From an optimization exercise on the open Yosys and OpenROAD flow, aimed at small area, a short achievable clock period and few clock cycles per item; shortcuts taken in it are not production practice.
The RTL was checked by simulation tests, not by an equivalence proof against the original design.

==> flow/run.sh <==
#!/bin/bash
# synth_recipe.tcl (not shown) runs the flow's synth.tcl, then flattens the netlist and writes it again
# the make line also repeats each setting of config.mk as NAME=value (left out here)
make -C /OpenROAD-flow-scripts/flow DESIGN_CONFIG=/design/flow/config.mk WORK_HOME=/design/flow/orfs CLKGATE_MAP_FILE= SYNTH_SCRIPT=/design/flow/synth_recipe.tcl finish
==> flow/config.mk <==
export PLATFORM = sky130hd
export DESIGN_NAME = qr_cordic_top
export DESIGN_NICKNAME = qr_cordic_top
export VERILOG_FILES = /design/flow/design.v
export SDC_FILE = /design/flow/constraint.sdc
export NUM_CORES = 4
export LEC_CHECK = 0
export CAP_MARGIN = 20
export CORE_MARGIN = 2
export CORE_UTILIZATION = 40
export SLEW_MARGIN = 20
==> flow/constraint.sdc <==
create_clock -name core_clock -period 17.0 [get_ports {clk}]
set_input_delay 3.4000 -clock core_clock [delete_from_list [all_inputs] [get_ports {clk}]]
set_output_delay 3.4000 -clock core_clock [all_outputs]
set_load 0.01 [all_outputs]
==> flow/design.v <==
package qr_pkg;
	localparam int DATA_W    = 13;
	localparam int DATA_FRAC = 10;
	localparam int K_W    = 11;
	localparam int K_FRAC = 10;
	localparam logic signed [K_W-1:0] K_GAIN = 11'sd622;
	localparam int ROW_NUM = 4;
	localparam int COL_NUM = 2;
	localparam int ROW_W   = 2;
	localparam int COL_W   = 1;
	localparam int ITER_NUM       = 12;
	localparam int ITER_PER_CYCLE = 4;
	localparam int ITER_W         = 4;
	localparam int R_NUM    = 3;
	localparam int WR_IDX_W = 2;
	typedef enum logic [3:0] {
		IDLE, READ0, READ1, LOAD_A, ROT_A, SCALE_A,
		LOAD_B, ROT_B, SCALE_B, WRITE, DONE
	} qr_state_t;
	typedef enum logic [2:0] {
		CELL_HOLD, CELL_CLEAR, CELL_LOAD, CELL_ROT, CELL_SCALE
	} cell_op_t;
endpackage
`timescale 1ns/10ps
import qr_pkg::*;
module qr_step_counter (
	input  logic                  clk,
	input  logic                  rst,
	input  logic                  start,
	input  logic                  iter_step,
	input  logic                  row_step,
	input  logic                  wr_step,
	output logic [ITER_W-1:0]     iter,
	output logic                  iter_last,
	output logic [ROW_W-1:0]      row,
	output logic                  row_last,
	output logic [WR_IDX_W-1:0]   wr_idx
);
	assign iter_last = iter == ITER_W'(ITER_NUM - ITER_PER_CYCLE);
	assign row_last  = row == '0;
	always_ff @(posedge clk or posedge rst) begin
		if (rst) begin
			iter   <= '0;
			row    <= ROW_W'(ROW_NUM - 1);
			wr_idx <= '0;
		end else if (start) begin
			iter   <= '0;
			row    <= ROW_W'(ROW_NUM - 1);
			wr_idx <= '0;
		end else begin
			if (iter_step) begin
				iter <= iter_last ? '0 : iter + ITER_W'(ITER_PER_CYCLE);
			end
			if (row_step) begin
				row <= row - 1'b1;
			end
			if (wr_step) begin
				wr_idx <= wr_idx + 1'b1;
			end
		end
	end
endmodule
`timescale 1ns/10ps
import qr_pkg::*;
module cordic_vector_cell (
	input  logic                         clk,
	input  logic                         rst,
	input  qr_pkg::cell_op_t                     op,
	input  logic [ITER_W-1:0]            iter,
	input  logic signed [DATA_W-1:0]     load_y,
	output logic signed [DATA_W-1:0]     x,
	output logic signed [DATA_W-1:0]     y,
	output logic [ITER_PER_CYCLE-1:0]    dir,
	output logic                         neg
);
	logic signed [DATA_W-1:0] cx;
	logic signed [DATA_W-1:0] cy;
	logic signed [DATA_W-1:0] tx;
	logic signed [DATA_W-1:0] rot_x;
	logic signed [DATA_W-1:0] rot_y;
	logic [ITER_W-1:0]        sh;
	logic signed [DATA_W+K_W-1:0] px;
	logic signed [DATA_W+K_W-1:0] py;
	assign px = x * K_GAIN;
	assign py = y * K_GAIN;
	always_comb begin
		neg = (op == CELL_ROT) && (iter == '0) && x[DATA_W-1];
		cx  = neg ? -x : x;
		cy  = neg ? -y : y;
		for (int k = 0; k < ITER_PER_CYCLE; k++) begin
			sh     = iter + ITER_W'(k);
			dir[k] = ~cy[DATA_W-1];
			tx     = cx;
			if (dir[k]) begin
				cx = cx + (cy >>> sh);
				cy = cy - (tx >>> sh);
			end else begin
				cx = cx - (cy >>> sh);
				cy = cy + (tx >>> sh);
			end
		end
		rot_x = cx;
		rot_y = cy;
	end
	always_ff @(posedge clk or posedge rst) begin
		if (rst) begin
			x <= '0;
			y <= '0;
		end else begin
			case (op)
				CELL_CLEAR: begin
					x <= '0;
					y <= '0;
				end
				CELL_LOAD: y <= load_y;
				CELL_ROT: begin
					x <= rot_x;
					y <= rot_y;
				end
				CELL_SCALE: begin
					x <= px[K_FRAC +: DATA_W];
					y <= py[K_FRAC +: DATA_W];
				end
				default: ;
			endcase
		end
	end
endmodule
`timescale 1ns/10ps
import qr_pkg::*;
module cordic_rotate_cell (
	input  logic                         clk,
	input  logic                         rst,
	input  qr_pkg::cell_op_t                     op,
	input  logic [ITER_W-1:0]            iter,
	input  logic signed [DATA_W-1:0]     load_y,
	input  logic [ITER_PER_CYCLE-1:0]    dir,
	input  logic                         neg,
	output logic signed [DATA_W-1:0]     x,
	output logic signed [DATA_W-1:0]     y
);
	logic signed [DATA_W-1:0] cx;
	logic signed [DATA_W-1:0] cy;
	logic signed [DATA_W-1:0] tx;
	logic signed [DATA_W-1:0] rot_x;
	logic signed [DATA_W-1:0] rot_y;
	logic [ITER_W-1:0]        sh;
	logic signed [DATA_W+K_W-1:0] px;
	logic signed [DATA_W+K_W-1:0] py;
	assign px = x * K_GAIN;
	assign py = y * K_GAIN;
	always_comb begin
		cx = neg ? -x : x;
		cy = neg ? -y : y;
		for (int k = 0; k < ITER_PER_CYCLE; k++) begin
			sh = iter + ITER_W'(k);
			tx = cx;
			if (dir[k]) begin
				cx = cx + (cy >>> sh);
				cy = cy - (tx >>> sh);
			end else begin
				cx = cx - (cy >>> sh);
				cy = cy + (tx >>> sh);
			end
		end
		rot_x = cx;
		rot_y = cy;
	end
	always_ff @(posedge clk or posedge rst) begin
		if (rst) begin
			x <= '0;
			y <= '0;
		end else begin
			case (op)
				CELL_CLEAR: begin
					x <= '0;
					y <= '0;
				end
				CELL_LOAD: y <= load_y;
				CELL_ROT: begin
					x <= rot_x;
					y <= rot_y;
				end
				CELL_SCALE: begin
					x <= px[K_FRAC +: DATA_W];
					y <= py[K_FRAC +: DATA_W];
				end
				default: ;
			endcase
		end
	end
endmodule
`timescale 1ns/10ps
import qr_pkg::*;
module qr_ctrl_fsm (
	input  logic                       clk,
	input  logic                       rst,
	input  logic                       en,
	input  logic                       iter_last,
	input  logic                       row_last,
	input  logic [WR_IDX_W-1:0]        wr_idx,
	input  logic signed [DATA_W-1:0]   r11,
	input  logic signed [DATA_W-1:0]   r12,
	input  logic signed [DATA_W-1:0]   r22,
	input  logic signed [DATA_W-1:0]   resid,
	output qr_pkg::cell_op_t                   vec1_op,
	output qr_pkg::cell_op_t                   vec2_op,
	output qr_pkg::cell_op_t                   rot_op,
	output logic                       iter_step,
	output logic                       row_step,
	output logic                       start,
	output logic                       wr_step,
	output logic                       rd_a,
	output logic [COL_W-1:0]           rd_a_col,
	output logic                       wr_r,
	output logic [ROW_W-1:0]           wr_r_row,
	output logic [COL_W-1:0]           wr_r_col,
	output logic signed [DATA_W-1:0]   wr_r_data,
	output logic                       valid
);
	qr_pkg::qr_state_t state;
	qr_pkg::qr_state_t next_state;
	logic [WR_IDX_W-1:0] sel_idx;
	always_comb begin
		next_state = state;
		case (state)
			IDLE:    next_state = en ? READ0 : IDLE;
			READ0:   next_state = READ1;
			READ1:   next_state = LOAD_A;
			LOAD_A:  next_state = ROT_A;
			ROT_A:   next_state = iter_last ? SCALE_A : ROT_A;
			SCALE_A: next_state = LOAD_B;
			LOAD_B:  next_state = ROT_B;
			ROT_B:   next_state = iter_last ? SCALE_B : ROT_B;
			SCALE_B: next_state = row_last ? WRITE : READ0;
			WRITE:   next_state = (wr_idx == WR_IDX_W'(R_NUM - 1)) ? DONE : WRITE;
			DONE:    next_state = IDLE;
			default: next_state = IDLE;
		endcase
	end
	always_ff @(posedge clk or posedge rst) begin
		if (rst) begin
			state <= IDLE;
		end else begin
			state <= next_state;
		end
	end
	always_ff @(posedge clk or posedge rst) begin
		if (rst) begin
			vec1_op   <= CELL_HOLD;
			vec2_op   <= CELL_HOLD;
			rot_op    <= CELL_HOLD;
			start     <= 1'b0;
			iter_step <= 1'b0;
			row_step  <= 1'b0;
			wr_step   <= 1'b0;
			rd_a      <= 1'b0;
			rd_a_col  <= '0;
			wr_r      <= 1'b0;
			valid     <= 1'b0;
		end else begin
			vec1_op <= CELL_HOLD;
			vec2_op <= CELL_HOLD;
			rot_op  <= CELL_HOLD;
			case (next_state)
				READ0: begin
					if (state == IDLE) begin
						vec1_op <= CELL_CLEAR;
						vec2_op <= CELL_CLEAR;
						rot_op  <= CELL_CLEAR;
					end
				end
				READ1:   vec1_op <= CELL_LOAD;
				LOAD_A:  rot_op <= CELL_LOAD;
				ROT_A: begin
					vec1_op <= CELL_ROT;
					rot_op  <= CELL_ROT;
				end
				SCALE_A: begin
					vec1_op <= CELL_SCALE;
					rot_op  <= CELL_SCALE;
				end
				LOAD_B:  vec2_op <= CELL_LOAD;
				ROT_B:   vec2_op <= CELL_ROT;
				SCALE_B: vec2_op <= CELL_SCALE;
				default: ;
			endcase
			start     <= (state == IDLE) && en;
			iter_step <= (next_state == ROT_A) || (next_state == ROT_B);
			row_step  <= next_state == SCALE_B;
			wr_step   <= next_state == WRITE;
			rd_a      <= (next_state == READ0) || (next_state == READ1);
			rd_a_col  <= (next_state == READ1) ? COL_W'(COL_NUM - 1) : '0;
			wr_r      <= next_state == WRITE;
			valid     <= next_state == DONE;
		end
	end
	assign sel_idx = (state == WRITE) ? wr_idx + 1'b1 : '0;
	always_ff @(posedge clk) begin
		if (next_state == WRITE) begin
			case (sel_idx)
				0: begin
					wr_r_row  <= '0;
					wr_r_col  <= '0;
					wr_r_data <= r11;
				end
				1: begin
					wr_r_row  <= '0;
					wr_r_col  <= COL_W'(1);
					wr_r_data <= r12;
				end
				default: begin
					wr_r_row  <= ROW_W'(1);
					wr_r_col  <= COL_W'(1);
					wr_r_data <= r22;
				end
			endcase
		end
	end
endmodule
`timescale 1ns/10ps
import qr_pkg::*;
module qr_cordic_top (
	input  logic                       clk,
	input  logic                       rst,
	input  logic                       en,
	output logic                       rd_a,
	output logic [ROW_W-1:0]           rd_a_row,
	output logic [COL_W-1:0]           rd_a_col,
	input  logic signed [DATA_W-1:0]   rd_a_data,
	output logic                       wr_r,
	output logic [ROW_W-1:0]           wr_r_row,
	output logic [COL_W-1:0]           wr_r_col,
	output logic signed [DATA_W-1:0]   wr_r_data,
	output logic                       valid
);
	qr_pkg::cell_op_t                  vec1_op;
	qr_pkg::cell_op_t                  vec2_op;
	qr_pkg::cell_op_t                  rot_op;
	logic                      iter_step;
	logic                      row_step;
	logic                      start;
	logic                      wr_step;
	logic [ITER_W-1:0]         iter;
	logic                      iter_last;
	logic                      row_last;
	logic [WR_IDX_W-1:0]       wr_idx;
	logic signed [DATA_W-1:0]  r11;
	logic signed [DATA_W-1:0]  r12;
	logic signed [DATA_W-1:0]  r22;
	logic signed [DATA_W-1:0]  resid;
	logic [ITER_PER_CYCLE-1:0] dir1;
	logic                      neg1;
	qr_ctrl_fsm u_ctrl (
		.clk       (clk),
		.rst       (rst),
		.en        (en),
		.iter_last (iter_last),
		.row_last  (row_last),
		.wr_idx    (wr_idx),
		.r11       (r11),
		.r12       (r12),
		.r22       (r22),
		.resid     (resid),
		.vec1_op   (vec1_op),
		.vec2_op   (vec2_op),
		.rot_op    (rot_op),
		.iter_step (iter_step),
		.row_step  (row_step),
		.start     (start),
		.wr_step   (wr_step),
		.rd_a      (rd_a),
		.rd_a_col  (rd_a_col),
		.wr_r      (wr_r),
		.wr_r_row  (wr_r_row),
		.wr_r_col  (wr_r_col),
		.wr_r_data (wr_r_data),
		.valid     (valid)
	);
	qr_step_counter u_cnt (
		.clk       (clk),
		.rst       (rst),
		.start     (start),
		.iter_step (iter_step),
		.row_step  (row_step),
		.wr_step   (wr_step),
		.iter      (iter),
		.iter_last (iter_last),
		.row       (rd_a_row),
		.row_last  (row_last),
		.wr_idx    (wr_idx)
	);
	cordic_vector_cell u_vec_r11 (
		.clk    (clk),
		.rst    (rst),
		.op     (vec1_op),
		.iter   (iter),
		.load_y (rd_a_data),
		.x      (r11),
		.y      (),
		.dir    (dir1),
		.neg    (neg1)
	);
	cordic_rotate_cell u_rot_r12 (
		.clk    (clk),
		.rst    (rst),
		.op     (rot_op),
		.iter   (iter),
		.load_y (rd_a_data),
		.dir    (dir1),
		.neg    (neg1),
		.x      (r12),
		.y      (resid)
	);
	cordic_vector_cell u_vec_r22 (
		.clk    (clk),
		.rst    (rst),
		.op     (vec2_op),
		.iter   (iter),
		.load_y (resid),
		.x      (r22),
		.y      (),
		.dir    (),
		.neg    ()
	);
endmodule
==> notes.md <==
[Yosys cell counts (19+ instances only)]
master / count / share of area [%]
ha_1: 711 / 19
inv_1: 625 / 5.1
a21oi_1: 480 / 5.2
nor2_1: 462 / 3.8
nand2_1: 418 / 3.4
xnor2_1: 414 / 7.9
o21ai_0: 325 / 3.5
fa_1: 294 / 13
xor2_1: 164 / 3.1
clkbuf_1: 144 / 1.2
a21o_1: 131 / 2.1
dfrtp_1: 102 / 5.5
o21bai_1: 100 / 1.6
nand3_1: 90 / 0.98
nor3_1: 78 / 0.85
a31oi_1: 68 / 0.92
mux2i_1: 57 / 1.2
nor2b_1: 57 / 0.77
nand2b_1: 55 / 0.75
o22ai_1: 51 / 0.69
a211oi_1: 48 / 0.78
and3_1: 48 / 0.65
and2_1: 46 / 0.62
o21a_1: 44 / 0.72
a21boi_0: 34 / 0.55
buf_1: 34 / 0.28
o221ai_1: 34 / 0.65
or3_1: 34 / 0.46
a22oi_1: 32 / 0.52
o31ai_1: 31 / 0.50
buf_2: 29 / 0.31
o211ai_1: 29 / 0.47
a221oi_1: 28 / 0.53
or2_2: 25 / 0.34
nand4_1: 23 / 0.31
nor4_1: 19 / 0.26
[cell type report]
cell class              count  share of cell area (%)
clock inverters            15                   0.318
inverters                 632                    4.76
well taps                1512                    3.78
flip-flops and latches    119                    6.14
repair buffers            221                    3.72
clock buffers              17                   0.850
multi-input cells        4849                    80.4
[critical path: cells and delay by family, from the launching register on]
kind / cells / cell delay (ns)
muxes: 3 / 0.66
buffers and inverters: 3 / 0.69
adders and majority gates: 6 / 1.86
AOI/OAI and AO/OA: 40 / 7.73
xor gates and xnor gates: 8 / 1.78
and+or+nand+nor: 14 / 2.90
DFF: 1 / 0.38
[final timing paths]
path / slack [ns] / cells past startpoint / end
setup / recovery: 0.88 / 74 / u_vec_r11.x[12]$_DFFE_PP0P_
hold / removal: 0.55 / 2 / u_cnt.wr_idx[1]$_DFFE_PP0P_
setup reg to reg: 0.88 / 74 / u_vec_r11.x[12]$_DFFE_PP0P_
hold reg to reg: 0.55 / 2 / u_cnt.wr_idx[1]$_DFFE_PP0P_
max in group asynchronous: 12.11 / 3 / u_cnt.iter[2]$_DFFE_PP0P_
min in group asynchronous: 3.35 / 2 / u_vec_r11.y[3]$_DFFE_PP0P_
[logic make-up (layout without fill, tap and decap cells)]
logic type,after synthesis,in the layout
flops,119,119
compound gates,1684,1684
simple gates,1471,1472
mux,86,86
xor+xnor,601,601
other cells,1,1
buf+inv,864,885
fa+ha+maj,1005,1005
[registers in the layout (all words and copies together) (netlist names), 4 cells and up]
name	cells
u_ctrl.state	4
u_rot_r12.x	13
u_vec_r22.y	13
u_vec_r11.x	13
u_vec_r22.x	13
u_ctrl.wr_r_data	13
u_vec_r11.y	13
u_rot_r12.y	13
[layer usage]
| metal | routed length [um] | vias to the layer above | global-route usage (%) | part of all wire [%] |
|---|---|---|---|---|
| li1 | - | 20600 | - | - |
| met1 | 68200 | 21100 | 35.8 | 42 |
| met2 | 73400 | 1736 | 43.5 | 45 |
| met3 | 12100 | 360 | 3.61 | 7.5 |
| met4 | 8040 | 2 | 11.5 | 5.0 |
| met5 | 13 | - | 0 | 0.0080 |
[per-stage QoR]
step           area, um^2  instances  TNS [ns]  util (%)
3_5_place_dp        48500       7286         0      42.4
6_report            50000       7365         0      43.8
2_1_floorplan       46100       5831         0         -
3_3_place_gp        48500       7286         0      42.4
5_1_grt             50000       7365    -0.620      43.8
4_1_cts             49100       7318         0      42.9
[what timing repair did]
action / CTS / global route
hold endpoints to repair: 0 / 0
endpoints found under the setup margin: 0 / 52
buffers inserted: 0 / 43
resized for setup: 0 / 109
==> notes.md <==
Setup WS post-layout 0.876 ns; Crit. Startpoint u_vec_r11.x[12]$_DFFE_PP0P_; FMAX 62.0 MHz; via count 43700; H-tree depth 4; Simple-Gate Fraction of Synth Area 15.5%; Net Count, Synth 6852; total gr overflow 0; CTS Root Cell clkbuf_16; Final Setup Violations 0; Crit-path slowest cell or3_1; Worst EP arrival 16.53 ns; Placeable Area 114000 um^2; cts hold-fix bufs 0; Hold WS 0.547 ns; number of vias per cell 5.94; Compound-Gate Fraction of Synth Area 24.1%; Seq. cell area 3070 um^2; nets@finish 6861; first-pass GRT wire length 247000 um; multi-input logic area 40200 um^2; DIE AREA 118000 um^2; Critical Path RT 17.40 ns; Avg Inst Size Synth 7.91 um^2; vias in the first global route 41900; std cell rows 124; library cells used by synthesis 139; Hold Violations, Final 0; CTS sink cnt 119; worst rel slew slack 22.2%; most frequent cells in the layout ha_1 (711), inv_1 (621), a21oi_1 (469); Synth Instances 5831; pre-CTS WS 0.203 ns; Initial DRC Count 4173; ant diodes 0; starting density of the core 40.3%; Total GRT Usage 26.9%; max incr delay on CP 0.43 ns; DP Wirelength 130000 um; die width 344 um; Die H 344 um; drt wl/cell 22.0 um; initial antenna violation count 2; Num CTS Buffers 17; maximum buffer depth of the clock tree 2; Final Skew 0.0192 ns; Layout fillers 11500; Syn Std Cell Area 46100 um^2; CP Max Fanout 24; largest net degree at the start of global routing 107; crit end category flop; Max Cap Viol 0; hold path start u_cnt.wr_idx[1]$_DFFE_PP0P_; Slew Limit Fails 0; clock slew at reported path FFs 0.07 ns; hold crit path type reg2reg; number of enable flip-flop cells after synthesis 15; Clk Latency, worst-skew pair 0.51 ns; worst-margin pin slew 1.16 ns; Period Utilization, post-route 94.8%; placer congestion estimate 0.984; Worst path most repeated cell a21o_1; Boundary Pins 38; largest family of logic cells by synthesized area adder cells; fin crit period 16.12 ns; Area Overhead vs Synth 8.52%; Synth Flop Type dfrtp_1; IO Port Bufs 36; Post-Synth Adder-Cell Area 32.1%; Seq cells post-synth 119; final wirelength 162000 um; RR Startpoint u_vec_r11.x[12]$_DFFE_PP0P_; DR DRC count 0; 1st-pass router iterations 6; most common cell after layout, fill and taps aside ha_1; Synthesis Warnings 4; status timing/DRC/antenna clean; post-synthesis mux area share 2.41%; fraction of layout cells with a size suffix above 1 8.08%; FFs w/ async S/R, synth 87.4%; crit start category flop; Setup Crit Path Kind reg2reg; CTS tree yes; DRT antenna net count 0; area share of xor/xnor cells in the synthesized design 11.9%; sequential fraction of the synthesis area 6.63%
Testbench counts, summed over its fixed seeds: cycles 10,176, items 192.

## what the ideal ports hide
Ports are ideal in the flow. The routed layout listed here was re-timed in OpenROAD.
Step 1, drivers: a clkbuf_16 drives clk and a buf_2 each remaining input, both assumed.
Step 2 also shifts input and output timing later by t, the mid clock arrival at the registers, as if the neighbouring blocks saw the same clock.
Slacks: ideal ports / drivers / drivers and shift; pairs: ideal ports / drivers.
t (ns): 0.564
setup WS [ns]: 0.876 / 0.876 / 0.876
hold slack, ns: 0.547 / 0.547 / 0.547
pins driven straight from the clock port: 1
After both steps setup and hold are still met in this run. For this run, drivers alone change the setup slack by 0.000 ns; drivers and shift together by 0.000 ns.
